What follows belongs to an exercise in optimizing a design on an open flow for small area; a production flow would make more cautious choices.
At most, simulation tests tie the RTL to the original design; equivalence was not proved.
Power and IR drop assume default switching activity.

==> flow/design.v <==
module fabric_bitstream_loader #(
    parameter int          NUM_ROWS       = 16,
    parameter int          NUM_COLUMNS    = 16,
    parameter int          FRAMES_PER_COL = 20,
    parameter logic [31:0] SYNC_WORD      = 32'hFAB0_FAB1
) (
    input  logic                                clk_i,
    input  logic                                rst_ni,
    input  logic [31:0]                         bitstream_data_i,
    input  logic                                bitstream_valid_i,
    output logic [NUM_ROWS*32-1:0]              frame_data_o,
    output logic [NUM_COLUMNS*FRAMES_PER_COL-1:0] frame_strobe_o,
    output logic                                config_busy_o,
    output logic                                config_done_o,
    output logic                                error_o
);
    localparam int FW = NUM_ROWS * 32;
    localparam int NS = NUM_COLUMNS * FRAMES_PER_COL;
    localparam int RW = (NUM_ROWS > 1) ? $clog2(NUM_ROWS) : 1;
    localparam int CW = (NUM_COLUMNS > 1) ? $clog2(NUM_COLUMNS) : 1;
    localparam int BW = (NUM_ROWS > 1) ? FW - 32 : 32;
    localparam logic [3:0] OP_WRITE  = 4'h1;
    localparam logic [3:0] OP_DESYNC = 4'hD;
    typedef enum logic [1:0] {S_IDLE, S_HEADER, S_DATA, S_CHECK} state_t;
    logic [31:0] sum_q;
    state_t          state_q, state_d;
    logic [RW-1:0]   row_q;
    logic [BW-1:0]   buf_q;
    logic [FW-1:0]   frame_q;
    logic [CW-1:0]   col_q, scol_q;
    logic [4:0]      frm_q, sfrm_q;
    logic            ok_q;
    logic            pend_q, pend_d;
    logic            sflag_q;
    logic            done_q, done_d;
    logic            err_q, err_d;
    logic [FW-1:0]   shift_w;
    logic            in_range;
    logic            hdr_wr, dat_wr, last_wr, sync_wr;
    if (NUM_ROWS > 1) begin : g_shift
        assign shift_w = {buf_q[FW-33:0], bitstream_data_i};
    end else begin : g_single
        assign shift_w = bitstream_data_i;
    end
    assign in_range = ({24'd0, bitstream_data_i[23:16]} < 32'(NUM_COLUMNS)) &&
                      ({27'd0, bitstream_data_i[4:0]}   < 32'(FRAMES_PER_COL));
    assign sync_wr = bitstream_valid_i && (state_q == S_IDLE) && (bitstream_data_i == SYNC_WORD);
    assign hdr_wr  = bitstream_valid_i && (state_q == S_HEADER) && (bitstream_data_i[31:28] == OP_WRITE);
    assign dat_wr  = bitstream_valid_i && (state_q == S_DATA);
    assign last_wr = dat_wr && (row_q == RW'(NUM_ROWS - 1));
    always_comb begin
        state_d  = state_q;
        pend_d   = 1'b0;
        done_d   = 1'b0;
        err_d    = err_q;
        if (bitstream_valid_i) begin
            case (state_q)
                S_IDLE: begin
                    if (bitstream_data_i == SYNC_WORD) begin
                        state_d = S_HEADER;
                        err_d   = 1'b0;
                    end
                end
                S_HEADER: begin
                    case (bitstream_data_i[31:28])
                        OP_WRITE: begin
                            state_d = S_DATA;
                            if (!in_range) err_d = 1'b1;
                        end
                        OP_DESYNC: begin
                            state_d = S_CHECK;
                        end
                        default: begin
                            state_d = S_IDLE;
                            err_d   = 1'b1;
                        end
                    endcase
                end
                S_DATA: begin
                    if (row_q == RW'(NUM_ROWS - 1)) begin
                        pend_d  = ok_q;
                        state_d = S_HEADER;
                    end
                end
                S_CHECK: begin
                    state_d = S_IDLE;
                    if (bitstream_data_i == sum_q) done_d = 1'b1;
                    else                           err_d  = 1'b1;
                end
                default: state_d = S_IDLE;
            endcase
        end
    end
    always_ff @(posedge clk_i or negedge rst_ni) begin
        if (!rst_ni) begin
            state_q  <= S_IDLE;
            pend_q   <= 1'b0;
            sflag_q  <= 1'b0;
            done_q   <= 1'b0;
            err_q    <= 1'b0;
        end else begin
            state_q  <= state_d;
            pend_q   <= pend_d;
            sflag_q  <= pend_q;
            done_q   <= done_d;
            err_q    <= err_d;
        end
    end
    always_ff @(posedge clk_i or negedge rst_ni) begin
        if (!rst_ni)      frame_q <= '0;
        else if (last_wr) frame_q <= shift_w;
    end
    always_ff @(posedge clk_i) begin
        if (dat_wr) buf_q <= shift_w[BW-1:0];
    end
    always_ff @(posedge clk_i) begin
        if (hdr_wr) begin
            col_q <= bitstream_data_i[16 +: CW];
            frm_q <= bitstream_data_i[4:0];
            ok_q  <= in_range;
            row_q <= '0;
        end else if (dat_wr) begin
            row_q <= row_q + 1'b1;
        end
    end
    always_ff @(posedge clk_i) begin
        if (pend_q) begin
            scol_q <= col_q;
            sfrm_q <= frm_q;
        end
    end
    always_ff @(posedge clk_i) begin
        if (sync_wr)     sum_q <= '0;
        else if (dat_wr) sum_q <= sum_q + bitstream_data_i;
    end
    logic [NUM_COLUMNS-1:0]    col_hot;
    logic [FRAMES_PER_COL-1:0] frm_hot;
    always_comb begin
        for (int c = 0; c < NUM_COLUMNS; c++)
            col_hot[c] = sflag_q && (scol_q == CW'(c));
        for (int f = 0; f < FRAMES_PER_COL; f++)
            frm_hot[f] = (sfrm_q == 5'(f));
    end
    always_comb begin
        for (int c = 0; c < NUM_COLUMNS; c++)
            for (int f = 0; f < FRAMES_PER_COL; f++)
                frame_strobe_o[c*FRAMES_PER_COL + f] = col_hot[c] & frm_hot[f];
    end
    assign frame_data_o   = frame_q;
    assign config_busy_o  = (state_q != S_IDLE);
    assign config_done_o  = done_q;
    assign error_o        = err_q;
endmodule
==> flow/config.mk <==
export PLATFORM = sky130hd
export DESIGN_NAME = fabric_bitstream_loader
export DESIGN_NICKNAME = fabric_bitstream_loader
export VERILOG_FILES = /design/flow/design.v
export SDC_FILE = /design/flow/constraint.sdc
export NUM_CORES = 4
export LEC_CHECK = 0
export CAP_MARGIN = 20
export CORE_MARGIN = 2
export CORE_UTILIZATION = 40
export SLEW_MARGIN = 20
==> flow/constraint.sdc <==
create_clock -name core_clock -period 5.0 [get_ports {clk_i}]
set_input_delay 1.0000 -clock core_clock [delete_from_list [all_inputs] [get_ports {clk_i}]]
set_output_delay 1.0000 -clock core_clock [all_outputs]
set_load 0.01 [all_outputs]
run.sh (not shown) runs the stock make flow with config.mk's settings and CLKGATE_MAP_FILE= SYNTH_SCRIPT=/design/flow/synth_recipe.tcl, a recipe that flattens the netlist after the stock synthesis.
Rerun with:
--- a/flow/design.v
+++ b/flow/design.v
@@ -24,10 +24,11 @@
     typedef enum logic [1:0] {S_IDLE, S_HEADER, S_DATA, S_CHECK} state_t;
     logic [31:0] sum_q;
     state_t          state_q, state_d;
     logic [RW-1:0]   row_q;
-    logic [BW-1:0]   buf_q;
-    logic [FW-1:0]   frame_q;
+    logic [BW-1:0]   buf_nq;     
+    logic [FW-1:0]   frame_nq;   
+    logic            fv_q;
     logic [CW-1:0]   col_q, scol_q;
     logic [4:0]      frm_q, sfrm_q;
     logic            ok_q;
     logic            pend_q, pend_d;
@@ -37,11 +38,11 @@
     logic [FW-1:0]   shift_w;
     logic            in_range;
     logic            hdr_wr, dat_wr, last_wr, sync_wr;
     if (NUM_ROWS > 1) begin : g_shift
-        assign shift_w = {buf_q[FW-33:0], bitstream_data_i};
+        assign shift_w = {buf_nq[FW-33:0], ~bitstream_data_i};
     end else begin : g_single
-        assign shift_w = bitstream_data_i;
+        assign shift_w = ~bitstream_data_i;
     end
     assign in_range = ({24'd0, bitstream_data_i[23:16]} < 32'(NUM_COLUMNS)) &&
                       ({27'd0, bitstream_data_i[4:0]}   < 32'(FRAMES_PER_COL));
     assign sync_wr = bitstream_valid_i && (state_q == S_IDLE) && (bitstream_data_i == SYNC_WORD);
@@ -106,13 +107,16 @@
             err_q    <= err_d;
         end
     end
     always_ff @(posedge clk_i or negedge rst_ni) begin
-        if (!rst_ni)      frame_q <= '0;
-        else if (last_wr) frame_q <= shift_w;
+        if (!rst_ni)      fv_q <= 1'b0;
+        else if (last_wr) fv_q <= 1'b1;
     end
     always_ff @(posedge clk_i) begin
-        if (dat_wr) buf_q <= shift_w[BW-1:0];
+        if (last_wr) frame_nq <= shift_w;
+    end
+    always_ff @(posedge clk_i) begin
+        if (bitstream_valid_i) buf_nq <= shift_w[BW-1:0];
     end
     always_ff @(posedge clk_i) begin
         if (hdr_wr) begin
             col_q <= bitstream_data_i[16 +: CW];
@@ -145,9 +149,9 @@
         for (int c = 0; c < NUM_COLUMNS; c++)
             for (int f = 0; f < FRAMES_PER_COL; f++)
                 frame_strobe_o[c*FRAMES_PER_COL + f] = col_hot[c] & frm_hot[f];
     end
-    assign frame_data_o   = frame_q;
+    assign frame_data_o   = ~frame_nq & {FW{fv_q}};
     assign config_busy_o  = (state_q != S_IDLE);
     assign config_done_o  = done_q;
     assign error_o        = err_q;
 endmodule
Result:
- wire length drops by 3.2%
- utilization barely changes
- worst setup slack is better by 110 ps
- clock skew drops by 5.3 ps
- power climbs by 2.7%
- synthesized cell count climbs by 1.3%
- global-route usage drops by 0.95 points
- synthesized area climbs by 0.36%
- register-to-register slack is better by 150 ps

---

Another version of the RTL of fabric_bitstream_loader (not shown whole).
For scale: ~2300 cells after synthesis, ~1100 flip-flops, about 870 I/O pins, ~37000 sq um of cells after synthesis.
==> module fabric_bitstream_loader, before the edit <==
module fabric_bitstream_loader #(
    parameter int          NUM_ROWS       = 16,
    parameter int          NUM_COLUMNS    = 16,
    parameter int          FRAMES_PER_COL = 20,
    parameter logic [31:0] SYNC_WORD      = 32'hFAB0_FAB1
) (
    input  logic                                clk_i,
    input  logic                                rst_ni,
    input  logic [31:0]                         bitstream_data_i,
    input  logic                                bitstream_valid_i,
    output logic [NUM_ROWS*32-1:0]              frame_data_o,
    output logic [NUM_COLUMNS*FRAMES_PER_COL-1:0] frame_strobe_o,
    output logic                                config_busy_o,
    output logic                                config_done_o,
    output logic                                error_o
);
    localparam int FW = NUM_ROWS * 32;
    localparam int NS = NUM_COLUMNS * FRAMES_PER_COL;
    localparam int RW = (NUM_ROWS > 1) ? $clog2(NUM_ROWS) : 1;
    localparam int CW = (NUM_COLUMNS > 1) ? $clog2(NUM_COLUMNS) : 1;
    localparam int BW = (NUM_ROWS > 1) ? FW - 32 : 32;
    localparam logic [3:0] OP_WRITE  = 4'h1;
    localparam logic [3:0] OP_DESYNC = 4'hD;
    typedef enum logic [1:0] {S_IDLE, S_HEADER, S_DATA, S_CHECK} state_t;
    logic [31:0] sum_q;
    state_t          state_q, state_d;
    logic [RW-1:0]   row_q;
    logic [BW-1:0]   buf_nq;     
    logic [FW-1:0]   frame_nq;   
    logic            fvn_q;      
    logic [CW-1:0]   col_q, scol_q;
    logic [4:0]      frm_q, sfrm_q;
    logic            ok_q;
    logic            pend_q, pend_d;
    logic            sflag_q;
    logic            done_q, done_d;
    logic            err_q, err_d;
    logic [FW-1:0]   shift_w;
    logic            in_range;
    logic            hdr_wr, dat_wr, last_wr, sync_wr;
    logic            sum_eq;
    if (NUM_ROWS > 1) begin : g_shift
        assign shift_w = {buf_nq[FW-33:0], ~bitstream_data_i};
    end else begin : g_single
        assign shift_w = ~bitstream_data_i;
    end
    assign in_range = ({24'd0, bitstream_data_i[23:16]} < 32'(NUM_COLUMNS)) &&
                      ({27'd0, bitstream_data_i[4:0]}   < 32'(FRAMES_PER_COL));
    assign sync_wr = bitstream_valid_i && (state_q == S_IDLE) && (bitstream_data_i == SYNC_WORD);
    assign hdr_wr  = bitstream_valid_i && (state_q == S_HEADER) && (bitstream_data_i[31:28] == OP_WRITE);
    assign dat_wr  = bitstream_valid_i && (state_q == S_DATA);
    assign last_wr = dat_wr && (row_q == RW'(NUM_ROWS - 1));
    always_comb begin
        state_d  = state_q;
        pend_d   = 1'b0;
        done_d   = 1'b0;
        err_d    = err_q;
        if (bitstream_valid_i) begin
            case (state_q)
                S_IDLE: begin
                    if (bitstream_data_i == SYNC_WORD) begin
                        state_d = S_HEADER;
                        err_d   = 1'b0;
                    end
                end
                S_HEADER: begin
                    case (bitstream_data_i[31:28])
                        OP_WRITE: begin
                            state_d = S_DATA;
                            if (!in_range) err_d = 1'b1;
                        end
                        OP_DESYNC: begin
                            state_d = S_CHECK;
                        end
                        default: begin
                            state_d = S_IDLE;
                            err_d   = 1'b1;
                        end
                    endcase
                end
                S_DATA: begin
                    if (row_q == RW'(NUM_ROWS - 1)) begin
                        pend_d  = ok_q;
                        state_d = S_HEADER;
                    end
                end
                S_CHECK: begin
                    state_d = S_IDLE;
                    if (sum_eq) done_d = 1'b1;
                    else                           err_d  = 1'b1;
                end
                default: state_d = S_IDLE;
            endcase
        end
    end
    always_ff @(posedge clk_i or negedge rst_ni) begin
        if (!rst_ni) begin
            state_q  <= S_IDLE;
            pend_q   <= 1'b0;
            sflag_q  <= 1'b0;
            done_q   <= 1'b0;
            err_q    <= 1'b0;
        end else begin
            state_q  <= state_d;
            pend_q   <= pend_d;
            sflag_q  <= pend_q;
            done_q   <= done_d;
            err_q    <= err_d;
        end
    end
    always_ff @(posedge clk_i or negedge rst_ni) begin
        if (!rst_ni)      fvn_q <= 1'b1;
        else if (last_wr) fvn_q <= 1'b0;
    end
    always_ff @(posedge clk_i) begin
        if (last_wr) frame_nq <= shift_w;
    end
    always_ff @(posedge clk_i) begin
        if (bitstream_valid_i) buf_nq <= shift_w[BW-1:0];
    end
    always_ff @(posedge clk_i) begin
        if (hdr_wr) begin
            col_q <= bitstream_data_i[16 +: CW];
            frm_q <= bitstream_data_i[4:0];
            ok_q  <= in_range;
            row_q <= '0;
        end else if (dat_wr) begin
            row_q <= row_q + 1'b1;
        end
    end
    always_ff @(posedge clk_i) begin
        if (pend_q) begin
            scol_q <= col_q;
            sfrm_q <= frm_q;
        end
    end
    logic [31:0] sum_p, sum_g, sum_c, sum_n;
    assign sum_p = sum_q ^ bitstream_data_i;
    assign sum_g = sum_q & bitstream_data_i;
    always_comb begin
        sum_c[0] = 1'b0;
        for (int i = 1; i < 32; i++) sum_c[i] = sum_g[i-1] | (sum_p[i-1] & sum_c[i-1]);
    end
    assign sum_n  = sum_p ^ sum_c;
    assign sum_eq = ~|sum_p;
    always_ff @(posedge clk_i) begin
        if (sync_wr)     sum_q <= '0;
        else if (dat_wr) sum_q <= sum_n;
    end
    logic [NUM_COLUMNS-1:0]    col_hot;
    logic [FRAMES_PER_COL-1:0] frm_hot;
    always_comb begin
        for (int c = 0; c < NUM_COLUMNS; c++)
            col_hot[c] = sflag_q && (scol_q == CW'(c));
        for (int f = 0; f < FRAMES_PER_COL; f++)
            frm_hot[f] = (sfrm_q == 5'(f));
    end
    always_comb begin
        for (int c = 0; c < NUM_COLUMNS; c++)
            for (int f = 0; f < FRAMES_PER_COL; f++)
                frame_strobe_o[c*FRAMES_PER_COL + f] = col_hot[c] & frm_hot[f];
    end
    assign frame_data_o   = ~(frame_nq | {FW{fvn_q}});
    assign config_busy_o  = (state_q != S_IDLE);
    assign config_done_o  = done_q;
    assign error_o        = err_q;
endmodule
==> flow/config.mk <==
export PLATFORM = sky130hd
export DESIGN_NAME = fabric_bitstream_loader
export DESIGN_NICKNAME = fabric_bitstream_loader
export VERILOG_FILES = /design/flow/design.v
export SDC_FILE = /design/flow/constraint.sdc
export NUM_CORES = 4
export LEC_CHECK = 0
export CAP_MARGIN = 20
export CORE_MARGIN = 2
export CORE_UTILIZATION = 60
export SLEW_MARGIN = 20
==> flow/constraint.sdc <==
create_clock -name core_clock -period 5.0 [get_ports {clk_i}]
set_input_delay 1.0000 -clock core_clock [delete_from_list [all_inputs] [get_ports {clk_i}]]
set_output_delay 1.0000 -clock core_clock [all_outputs]
set_load 0.01 [all_outputs]
standard.sh (not shown) runs the stock make flow with config.mk's settings and CLKGATE_MAP_FILE= SYNTH_SCRIPT=/design/flow/synth_recipe.tcl, a recipe that flattens the netlist after the stock synthesis.
==> flow/flow/run.sh <==
#!/bin/bash
# Standard ORFS layout (the standard.sh, standard synthesis unchanged) with
# smaller cells for port buffers and larger clock sink clusters.
set -euo pipefail
bash standard.sh \
  "BUFFER_PORTS_ARGS=-buffer_cell sky130_fd_sc_hd__buf_1" \
  "CTS_ARGS=-sink_clustering_enable -repair_clock_nets -dont_use_dummy_load -sink_clustering_size 18 -sink_clustering_max_diameter 50 -buf_list sky130_fd_sc_hd__clkbuf_8" \
  finish > make_finish.log 2>&1
The starting point completed and failed the layout checks on setup timing.
Then changed:
--- a/flow/design.v
+++ b/flow/design.v
@@ -36,18 +36,16 @@
     logic            done_q, done_d;
     logic            err_q, err_d;
     logic [FW-1:0]   shift_w;
     logic            in_range;
-    logic            hdr_wr, dat_wr, last_wr, sync_wr;
-    logic            sum_eq;
+    logic            hdr_wr, dat_wr, last_wr;
     if (NUM_ROWS > 1) begin : g_shift
         assign shift_w = {buf_nq[FW-33:0], ~bitstream_data_i};
     end else begin : g_single
         assign shift_w = ~bitstream_data_i;
     end
     assign in_range = ({24'd0, bitstream_data_i[23:16]} < 32'(NUM_COLUMNS)) &&
                       ({27'd0, bitstream_data_i[4:0]}   < 32'(FRAMES_PER_COL));
-    assign sync_wr = bitstream_valid_i && (state_q == S_IDLE) && (bitstream_data_i == SYNC_WORD);
     assign hdr_wr  = bitstream_valid_i && (state_q == S_HEADER) && (bitstream_data_i[31:28] == OP_WRITE);
     assign dat_wr  = bitstream_valid_i && (state_q == S_DATA);
     assign last_wr = dat_wr && (row_q == RW'(NUM_ROWS - 1));
     always_comb begin
@@ -85,9 +83,9 @@
                     end
                 end
                 S_CHECK: begin
                     state_d = S_IDLE;
-                    if (sum_eq) done_d = 1'b1;
+                    if (bitstream_data_i == sum_q) done_d = 1'b1;
                     else                           err_d  = 1'b1;
                 end
                 default: state_d = S_IDLE;
             endcase
@@ -133,20 +131,10 @@
             scol_q <= col_q;
             sfrm_q <= frm_q;
         end
     end
-    logic [31:0] sum_p, sum_g, sum_c, sum_n;
-    assign sum_p = sum_q ^ bitstream_data_i;
-    assign sum_g = sum_q & bitstream_data_i;
-    always_comb begin
-        sum_c[0] = 1'b0;
-        for (int i = 1; i < 32; i++) sum_c[i] = sum_g[i-1] | (sum_p[i-1] & sum_c[i-1]);
-    end
-    assign sum_n  = sum_p ^ sum_c;
-    assign sum_eq = ~|sum_p;
     always_ff @(posedge clk_i) begin
-        if (sync_wr)     sum_q <= '0;
-        else if (dat_wr) sum_q <= sum_n;
+        sum_q <= (state_q == S_IDLE) ? '0 : sum_q + (dat_wr ? bitstream_data_i : '0);
     end
     logic [NUM_COLUMNS-1:0]    col_hot;
     logic [FRAMES_PER_COL-1:0] frm_hot;
     always_comb begin
The new run went through all stages and came out clean; non-clock buffer count went down by 33; clock skew went up by 0.017 ns; clock-buffer cell count went up by 2; final area went up by 2.2%; total power went down by 11%; synthesized cell count went up by 9.6%; global-route usage went up by 0.76 points; via count went up by 8.3%; wire length went up by 4.9%; sequential share of layout area went down by 1.6 points; first-iteration DRC count went up by 21%; clock power hardly moves.
For the first run of this note, only the layout was checked, not whether the RTL still works.

-- port drivers added, routing unchanged --
Ports are ideal in the flow. The routed layouts listed here were re-timed in OpenROAD. Step 1: set_driving_cell puts a clkbuf_16 on clk_i and a buf_2 on each other input, an assumption about the parent block. Step 2, shift: input delay + t, output delay - t, t = (earliest + latest rising clock arrival at the registers) / 2. This alone moves slack from input paths to output paths. a / b / c = ideal ports / drivers / drivers and shift; a / b = the first two.
run	t (ns)	slack for setup (ns)	worst hold slack (ns)	worst setup path at the end	cell pins on the clock port's net
the first run of note 1	0.734	0.293 / 0.226 / 0.959	0.334 / 0.320 / 0.426	register to output	1
the second run of note 1	0.731	0.401 / 0.336 / 0.991	0.418 / 0.418 / 0.418	input to register	1
the first run of note 2	0.719	-6.722 / -6.700 / -7.419	0.265 / 0.359 / 0.401	input to register	1
the second run of note 2	0.713	0.871 / 0.803 / 0.708	0.322 / 0.293 / 0.401	input to register	1
For the first run of note 2, which loses most, drivers alone change the setup slack by +0.022 ns; drivers and shift together by -0.697 ns.
